What follows belongs to an exercise in optimizing a design on an open flow for small area, a short achievable clock period and few clock cycles; a production flow would make more cautious choices.
Only simulation tests tie the RTL to the original design; equivalence was not proved.

==> design/flow/config.mk <==
export PLATFORM = sky130hd
export DESIGN_NAME = conv_layer_top
export DESIGN_NICKNAME = conv_layer_top
export VERILOG_FILES = /design/flow/design.v
export SDC_FILE = /design/flow/constraint.sdc
export NUM_CORES = 4
export LEC_CHECK = 0
export CAP_MARGIN = 20
export CORE_MARGIN = 2
export CORE_UTILIZATION = 40
export PLACE_DENSITY = 0.6
export SLEW_MARGIN = 20
==> design/flow/constraint.sdc <==
create_clock -name core_clock -period 11.0 [get_ports {clk}]
set_input_delay 2.2000 -clock core_clock [delete_from_list [all_inputs] [get_ports {clk}]]
set_output_delay 2.2000 -clock core_clock [all_outputs]
set_load 0.01 [all_outputs]
==> design/flow/design.v <==
`timescale 1ns/1ns
`default_nettype none
module feature_ram (
  input  wire                                    clk,
  input  wire                                    we,
  input  wire [4-1:0]                 waddr,
  input  wire [4*16-1:0]     wdata,
  input  wire [4-1:0]                 raddr,
  output logic [4*16-1:0]    rdata
);
  logic [4*16-1:0] mem [0:16-1];
  always_ff @(posedge clk) begin
    if (we) begin
      mem[waddr] <= wdata;
    end
    rdata <= mem[raddr];
  end
endmodule
`default_nettype wire
`timescale 1ns/1ns
`default_nettype none
module coef_rom (
  input  wire                                            clk,
  input  wire [2-1:0]                        stage,
  output logic [4*4*8-1:0] weights,
  output logic [4*16-1:0]            bias
);
  localparam int L = 4;
  localparam int W = 16;
  localparam int C = 8;
  function automatic logic [L*L*C-1:0] weights_of(int s);
    logic [L*L*C-1:0] w;
    int v;
    w = '0;
    for (int i = 0; i < L; i++) begin
      for (int j = 0; j < L; j++) begin
        v = ((7*s + 3*i + 5*j) % 11) - 5;
        w[(i*L+j)*C +: C] = v[C-1:0];
      end
    end
    weights_of = w;
  endfunction
  function automatic logic [L*W-1:0] bias_of(int s);
    logic [L*W-1:0] b;
    int v;
    b = '0;
    for (int i = 0; i < L; i++) begin
      v = ((13*s + 9*i) % 32) - 16;
      b[i*W +: W] = v[W-1:0];
    end
    bias_of = b;
  endfunction
  always_ff @(posedge clk) begin
    weights <= weights_of({30'd0, stage});
    bias    <= bias_of({30'd0, stage});
  end
endmodule
`default_nettype wire
`timescale 1ns/1ns
`default_nettype none
module mac_array (
  input  wire                                            clk,
  input  wire                                            reset,
  input  wire                                            valid_in,
  input  wire                                            relu_en,
  input  wire                                            skip_en,
  input  wire [4*16-1:0]             x,
  input  wire [4*4*8-1:0] weights,
  input  wire [4*16-1:0]             bias,
  input  wire [4*16-1:0]             skip,
  output logic [4*16-1:0]            y,
  output logic                                           valid_out
);
  localparam int L = 4;
  localparam int W = 16;
  localparam int C = 8;
  localparam int A = 32;
  localparam logic signed [A-1:0] ELEM_MAX = (1 <<< (W - 1)) - 1;
  localparam logic signed [A-1:0] ELEM_MIN = -(1 <<< (W - 1));
  logic signed [A-1:0] prod [0:L*L-1];
  logic signed [A-1:0] row_sum [0:L-1];
  logic [L*W-1:0] bias_q;
  logic [L*W-1:0] skip_q;
  logic relu_q;
  logic skip_en_q;
  logic valid_q;
  function automatic logic [W-1:0] finish_lane(logic signed [A-1:0] sum,
                                               logic signed [W-1:0] b,
                                               logic signed [W-1:0] s,
                                               logic relu, logic add_skip);
    logic signed [A-1:0] v;
    logic signed [A-1:0] bx;
    logic signed [A-1:0] sx;
    bx = b;
    sx = s;
    v = (sum >>> 2) + bx;
    if (add_skip) begin
      v = v + sx;
    end
    if (relu && v < 0) begin
      v = '0;
    end
    if (v > ELEM_MAX) begin
      v = ELEM_MAX;
    end else if (v < ELEM_MIN) begin
      v = ELEM_MIN;
    end
    finish_lane = v[W-1:0];
  endfunction
  always_ff @(posedge clk) begin
    for (int i = 0; i < L; i++) begin
      for (int j = 0; j < L; j++) begin
        prod[i*L+j] <= $signed(x[j*W +: W]) * $signed(weights[(i*L+j)*C +: C]);
      end
    end
    bias_q    <= bias;
    skip_q    <= skip;
    relu_q    <= relu_en;
    skip_en_q <= skip_en;
  end
  always_comb begin
    for (int i = 0; i < L; i++) begin
      row_sum[i] = '0;
      for (int j = 0; j < L; j++) begin
        row_sum[i] = row_sum[i] + prod[i*L+j];
      end
    end
  end
  always_ff @(posedge clk) begin
    for (int i = 0; i < L; i++) begin
      y[i*W +: W] <= finish_lane(row_sum[i], $signed(bias_q[i*W +: W]),
                                 $signed(skip_q[i*W +: W]), relu_q, skip_en_q);
    end
  end
  always_ff @(posedge clk) begin
    if (reset) begin
      valid_q   <= 1'b0;
      valid_out <= 1'b0;
    end else begin
      valid_q   <= valid_in;
      valid_out <= valid_q;
    end
  end
endmodule
`default_nettype wire
`timescale 1ns/1ns
`default_nettype none
module layer_sequencer (
  input  wire                       clk,
  input  wire                       reset,
  input  wire                       ld_req,
  input  wire [4-1:0]    ld_addr,
  input  wire                       start_req,
  output logic                      ld_ack,
  output logic                      start_ack,
  output logic [2-1:0]  stage,
  output logic [4-1:0]   rd_pos,
  output logic                      rd_bank_b,
  output logic                      issue,
  output logic [4-1:0]   wr_pos,
  output logic                      wr_en_a,
  output logic                      wr_en_b,
  output logic                      ld_we,
  output logic                      last_stage
);
  localparam logic [2:0] IDLE     = 3'd0;
  localparam logic [2:0] LOAD_ACK = 3'd1;
  localparam logic [2:0] RUN      = 3'd2;
  localparam logic [2:0] DRAIN    = 3'd3;
  localparam logic [2:0] DONE     = 3'd4;
  localparam logic [4-1:0]  LAST_POS   = 16 - 1;
  localparam logic [2-1:0] LAST_STAGE = 3 - 1;
  localparam logic [1:0] DRAIN_LAST = 2'd2;
  logic [2:0]               state;
  logic [2-1:0] stage_q;
  logic [4-1:0]  pos_q;
  logic [1:0]               drain_cnt;
  logic [1:3]               iss_p;
  logic [1:3]               rdb_p;
  logic [4-1:0]  pos_p [1:3];
  logic                     last_p1;
  always_ff @(posedge clk) begin
    if (reset) begin
      state     <= IDLE;
      stage_q   <= '0;
      pos_q     <= '0;
      drain_cnt <= '0;
    end else begin
      case (state)
        IDLE: begin
          if (start_req) begin
            state   <= RUN;
            stage_q <= '0;
            pos_q   <= '0;
          end else if (ld_req) begin
            state <= LOAD_ACK;
          end
        end
        LOAD_ACK: begin
          if (!ld_req) begin
            state <= IDLE;
          end
        end
        RUN: begin
          pos_q <= pos_q + 1'b1;
          if (pos_q == LAST_POS) begin
            state     <= DRAIN;
            drain_cnt <= '0;
          end
        end
        DRAIN: begin
          drain_cnt <= drain_cnt + 1'b1;
          if (drain_cnt == DRAIN_LAST) begin
            pos_q <= '0;
            if (stage_q == LAST_STAGE) begin
              state <= DONE;
            end else begin
              stage_q <= stage_q + 1'b1;
              state   <= RUN;
            end
          end
        end
        DONE: begin
          if (!start_req) begin
            state <= IDLE;
          end
        end
        default: begin
          state <= IDLE;
        end
      endcase
    end
  end
  always_ff @(posedge clk) begin
    if (reset) begin
      iss_p <= '0;
    end else begin
      iss_p <= {state == RUN, iss_p[1:2]};
    end
  end
  always_ff @(posedge clk) begin
    pos_p[1] <= pos_q;
    pos_p[2] <= pos_p[1];
    pos_p[3] <= pos_p[2];
    rdb_p    <= {stage_q[0], rdb_p[1:2]};
    last_p1  <= (stage_q == LAST_STAGE);
  end
  assign ld_ack    = (state == LOAD_ACK);
  assign start_ack = (state == DONE);
  assign ld_we     = (state == IDLE) && ld_req && !start_req;
  assign stage      = stage_q;
  assign rd_pos     = pos_q;
  assign issue      = iss_p[1];
  assign rd_bank_b  = rdb_p[1];
  assign last_stage = last_p1;
  assign wr_en_a = iss_p[3] && rdb_p[3];
  assign wr_en_b = iss_p[3] && !rdb_p[3];
  assign wr_pos  = ld_we ? ld_addr : pos_p[3];
endmodule
`default_nettype wire
`timescale 1ns/1ns
`default_nettype none
module conv_layer_top (
  input  wire                                 clk,
  input  wire                                 reset,
  input  wire                                 ld_req,
  input  wire [4-1:0]              ld_addr,
  input  wire [4*16-1:0]  ld_data,
  input  wire                                 start_req,
  input  wire [4-1:0]              rd_addr,
  output logic                                ld_ack,
  output logic                                start_ack,
  output logic [4*16-1:0] rd_data
);
  localparam logic RESULT_IN_B = (3 % 2) == 1;
  logic [2-1:0] stage;
  logic [4-1:0]  rd_pos;
  logic [4-1:0]  wr_pos;
  logic [4-1:0]  a_raddr;
  logic [4-1:0]  b_raddr;
  logic   rd_bank_b;
  logic   issue;
  logic   wr_en_a;
  logic   wr_en_b;
  logic   ld_we;
  logic   last_stage;
  logic   mac_valid;
  logic [4*4*8-1:0]  weights;
  logic [4*16-1:0]   bias;
  logic [4*16-1:0]   a_rdata;
  logic [4*16-1:0]   b_rdata;
  logic [4*16-1:0]   a_wdata;
  logic [4*16-1:0]   skip_rdata;
  logic [4*16-1:0]   mac_x;
  logic [4*16-1:0]   mac_y;
  layer_sequencer u_layer_sequencer (
    .clk        (clk),
    .reset      (reset),
    .ld_req     (ld_req),
    .ld_addr    (ld_addr),
    .start_req  (start_req),
    .ld_ack     (ld_ack),
    .start_ack  (start_ack),
    .stage      (stage),
    .rd_pos     (rd_pos),
    .rd_bank_b  (rd_bank_b),
    .issue      (issue),
    .wr_pos     (wr_pos),
    .wr_en_a    (wr_en_a),
    .wr_en_b    (wr_en_b),
    .ld_we      (ld_we),
    .last_stage (last_stage)
  );
  coef_rom u_coef_rom (
    .clk     (clk),
    .stage   (stage),
    .weights (weights),
    .bias    (bias)
  );
  assign a_raddr = (!RESULT_IN_B && !start_req) ? rd_addr : rd_pos;
  assign b_raddr = (RESULT_IN_B && !start_req) ? rd_addr : rd_pos;
  assign a_wdata = ld_we ? ld_data : mac_y;
  feature_ram u_bank_a (
    .clk   (clk),
    .we    (wr_en_a || ld_we),
    .waddr (wr_pos),
    .wdata (a_wdata),
    .raddr (a_raddr),
    .rdata (a_rdata)
  );
  feature_ram u_bank_b (
    .clk   (clk),
    .we    (wr_en_b),
    .waddr (wr_pos),
    .wdata (mac_y),
    .raddr (b_raddr),
    .rdata (b_rdata)
  );
  feature_ram u_skip (
    .clk   (clk),
    .we    (ld_we),
    .waddr (wr_pos),
    .wdata (ld_data),
    .raddr (rd_pos),
    .rdata (skip_rdata)
  );
  assign mac_x = rd_bank_b ? b_rdata : a_rdata;
  mac_array u_mac_array (
    .clk       (clk),
    .reset     (reset),
    .valid_in  (issue),
    .relu_en   (!last_stage),
    .skip_en   (last_stage),
    .x         (mac_x),
    .weights   (weights),
    .bias      (bias),
    .skip      (skip_rdata),
    .y         (mac_y),
    .valid_out (mac_valid)
  );
  assign rd_data = RESULT_IN_B ? b_rdata : a_rdata;
endmodule
`default_nettype wire
==> design/flow/run.sh <==
#!/bin/bash
# synth_recipe.tcl (not shown) runs the flow's synth.tcl, then flattens the netlist and writes it again
# the make line also repeats each setting of config.mk as NAME=value (left out here)
make -C /OpenROAD-flow-scripts/flow DESIGN_CONFIG=/design/flow/config.mk WORK_HOME=/design/flow/orfs CLKGATE_MAP_FILE= SYNTH_SCRIPT=/design/flow/synth_recipe.tcl finish
==> run summary <==
[worst register-to-register path: cells and delay by family, from the launching register on]
kind | cells | cell delay [ns]
adders and majority gates | 5 | 2.28
and+or+nand+nor | 4 | 1.37
muxes | 1 | 0.27
xor gates and xnor gates | 2 | 0.25
AOI/OAI and AO/OA | 20 | 5.26
DFF | 1 | 0.32
buffers and inverters | 2 | 0.12
[through the flow]
stage	setup WS [ns]	cells
6_report	0.930	25000
5_1_grt	0.303	24900
4_1_cts	1.02	24800
3_5_place_dp	1.07	24100
3_3_place_gp	1.14	24100
2_1_floorplan	2.60	16800
[worst paths after layout]
check	start	endpoint	slack (ns)
min	u_coef_rom.bias[31]	u_mac_array.bias_q[31]	0.28
max reg2reg	u_mac_array.prod[15][2]	u_mac_array.y[49]	0.93
max	u_mac_array.prod[15][2]	u_mac_array.y[49]	0.93
min reg2reg	u_coef_rom.bias[31]	u_mac_array.bias_q[31]	0.28
[area by class of cell]
class                   instances  area, um^2
diodes                        115         288
clock buffers                 574       11200
clock inverters               166        1780
fillers                     50200      311000
inverters                    2614        9810
multi-input cells            9753      106000
flip-flops and latches       3865      108000
well taps                    7479        9360
repair buffers                390        3460
[sequential cells by signal, summed over array words and instances (netlist names), 2 cells and up]
signal and count:
u_skip.mem 1024, u_bank_a.rdata 64, u_skip.rdata 64, u_layer_sequencer.state 3, u_layer_sequencer.iss_p 3, u_coef_rom.weights 41, u_layer_sequencer.stage_q 2, u_mac_array.bias_q 14
u_coef_rom.bias 7, u_mac_array.prod 383, u_layer_sequencer.pos_p 12, u_bank_a.mem 1024, u_layer_sequencer.drain_cnt 2, u_mac_array.y 64, u_bank_b.mem 1024, u_layer_sequencer.pos_q 4
u_mac_array.skip_q 64, u_bank_b.rdata 64
[cell families (layout without fill, tap and decap cells)]
logic type / Yosys count / after routing / synth area share
XOR/XNOR: 624 / 624 / 0.0243
adder cells (fa/ha/maj): 2927 / 2927 / 0.224
multiplexers: 1072 / 1072 / 0.0968
buffers and inverters: 3166 / 3744 / 0.0529
AO/OA/AOI/OAI: 1795 / 1795 / 0.0522
flip-flops: 3865 / 3865 / 0.481
AND/OR/NAND/NOR: 3271 / 3271 / 0.0687
other: 2 / 179 / 0.0000334
[placed cells by master (no fill, tap or decap), types with 134 or more instances in the layout]
cell type	n
clkbuf_16	398
and2_1	608
o21ai_0	328
ha_1	1092
nand3_1	160
a31oi_1	134
clkdlybuf4s50_1	141
nand2_1	1309
mux4_2	873
nor3_1	159
edfxtp_1	3072
nor2_1	556
fa_1	1835
nor2b_1	134
xnor2_1	500
inv_1	2610
dfxtp_1	777
buf_4	235
a21oi_1	465
a21o_1	142
[Yosys cell counts (all sizes together) (15+ instances only)]
| master | n |
|---|---|
| ha | 1092 |
| o211ai | 63 |
| a21boi | 62 |
| o31ai | 34 |
| xnor2 | 503 |
| a31oi | 138 |
| dfxtp | 793 |
| a311oi | 20 |
| o21ai | 342 |
| o31a | 26 |
| nor4 | 15 |
| mux2i | 115 |
| nand3 | 160 |
| nand4 | 31 |
| a21oi | 468 |
| and2 | 608 |
| nor3b | 16 |
| nor3 | 177 |
| a211oi | 110 |
| mux4 | 873 |
| a41oi | 15 |
| xor2 | 121 |
| a21o | 142 |
| o2111ai | 34 |
| nor2 | 586 |
| o221ai | 18 |
| or3 | 27 |
| mux2 | 84 |
| edfxtp | 3072 |
| a31o | 20 |
| or4 | 16 |
| clkbuf | 455 |
| nand2b | 55 |
| buf | 97 |
| nand2 | 1309 |
| o41ai | 18 |
| o21a | 115 |
| or2 | 34 |
| and3 | 60 |
| nor2b | 134 |
| fa | 1835 |
| o21bai | 58 |
| inv | 2613 |
[routing by layer]
metal / up-vias / GRT usage / routed length, um / part of all wire
li1: 58700 / - / - / -
met1: 70200 / 0.324 / 277000 / 0.41
met2: 4969 / 0.370 / 309000 / 0.46
met3: 875 / 0.0403 / 54100 / 0.080
met4: 38 / 0.100 / 33600 / 0.050
met5: - / 0 / 253 / 0.00038
==> flow_metrics.py <==
metrics = {
    "run_status": {
        "status": "no timing/DRC/antenna violations",
    },
    "synth": {
        "ys_async_sr_fraction": 0,
        "synth_flop_cell": "edfxtp_1",
        "synth_top_area_frac": 0.410,
        "synthCells": 16700,
        "synth_edf_count": 3072,
        "ys_seq_area_frac": 0.481,
        "postSynthAreaPerCell_um2": 13.4,
        "synth_cell_type_count": 96,
        "synth_area_mm2": 0.225,
        "synth_area_leader_cell": "edfxtp_1",
        "synth-seq-cells": 3865,
        "ys_warn_count": 7,
        "synth_area_leaders": "edfxtp_1, fa_1, mux4_2",
    },
    "cts": {
        "htreeDepth": 5,
        "root_buffer": "clkbuf_16",
        "cts_buffer_depth": 4,
        "tritoncts": "built",
        "clkSlewWorstSetupHoldPaths_ns": 0.06,
        "cts_resized": 0,
        "numCtsBuffers": 397,
        "cts.sinks": 3865,
        "postCtsSetupBuffers": 0,
        "clk_latency_ns": 1.04,
        "hold_buffers": 0,
    },
    "layout": {
        "final_area_mm2": 0.250,
        "area_growth_pct": 11.1,
        "drive_above_1_share": 0.114,
        "nets": 20000,
        "fin_util": 0.446,
    },
    "sta": {
        "clock.fmax_mhz": 99.3,
        "finalSetupViolations": 0,
        "period_share": 0.915,
        "fin_skew_ns": 0.101,
        "finalCriticalPeriod_ns": 10.07,
        "drv_slew": 0,
        "rsz0062_at_grt": "no",
        "setup_tns_ns": 0,
        "hold_ws_ns": 0.278,
        "tightest_slew_ns": 1.34,
        "relSlewSlack": 0.0994,
        "timing_hold_violations_final": 0,
    },
    "routing": {
        "wl_per_cell_um": 27.0,
        "viasPerCell": 5.40,
        "wl_um": 674000,
        "dr.pass1.iters": 6,
        "via_count": 135000,
        "ant_nets": 0,
        "drc": 0,
        "drt_iter0_markers": 14100,
    },
    "worst_setup_path": {
        "end_kind": "flip-flop",
        "required_ns": 11.82,
        "path_delay_family": "compound AO/OA/AOI/OAI gates",
        "cp.depth": 34,
        "crit_top_cell": "a21oi_1",
        "crit_fanout": 15,
        "start_kind": "flip-flop",
        "critPathMaxStageDelay_ns": 0.78,
        "critPathSlowestCell": "o41ai_4",
        "worstPathArrival_ns": 10.89,
        "cp.buffers_inverters": 2,
        "critPathKind": "flip-flop to flip-flop",
        "rr_worst_depth": 34,
    },
    "grt": {
        "grt_pass1_vias": 136000,
        "grt_usage": 0.235,
        "grt_pass1_wl_um": 968000,
        "grt-ovfl-total": 0,
        "antenna_found_initial": 123,
        "grt_max_degree": 145,
    },
    "flow_run": {
        "maxCapViolCount": 0,
    },
    "die": {
        "dieArea_mm2": 0.568,
        "rows": 275,
        "die_w_um": 754,
        "boundaryPins": 142,
        "die_h_um": 754,
        "initial_core_util": 0.401,
        "core_mm2": 0.561,
    },
    "worst_hold_path": {
        "min_path_type": "flip-flop to flip-flop",
        "min_path_cells": 0,
    },
    "placement": {
        "routabilityCongestion": 0.924,
        "place_area_mm2": 0.236,
        "portBuffers": 141,
        "hpwl_um": 482000,
    },
}
Testbench counts, summed over its fixed seeds: cycles 6,784.

==> static timing again, ports no longer ideal <==
How much do the figures lean on ideal ports? The routed layout below was timed once more, with nothing changed but the port constraints.
Step 1 assumes that a clkbuf_16 drives the clock port and a buf_2 every other input.
Step 2, shift: input delay + t, output delay - t, t = (earliest + latest rising clock arrival at the registers) / 2. This alone moves slack from input paths to output paths.
Three values: ideal ports, drivers, drivers and shift; two values: the first two.
t (ns): 1.104
setup slack, ns: 0.930 / 0.930 / 0.930
worst hold slack (ns): 0.278 / 0.278 / 0.278
worst register clock-pin slew, ns: 0.07 / 0.07
cell pins on the clock port's net: 1
After both steps setup and hold are still met in this run. The setup slack of this run moves by 0.000 ns with the drivers and by 0.000 ns with both steps.
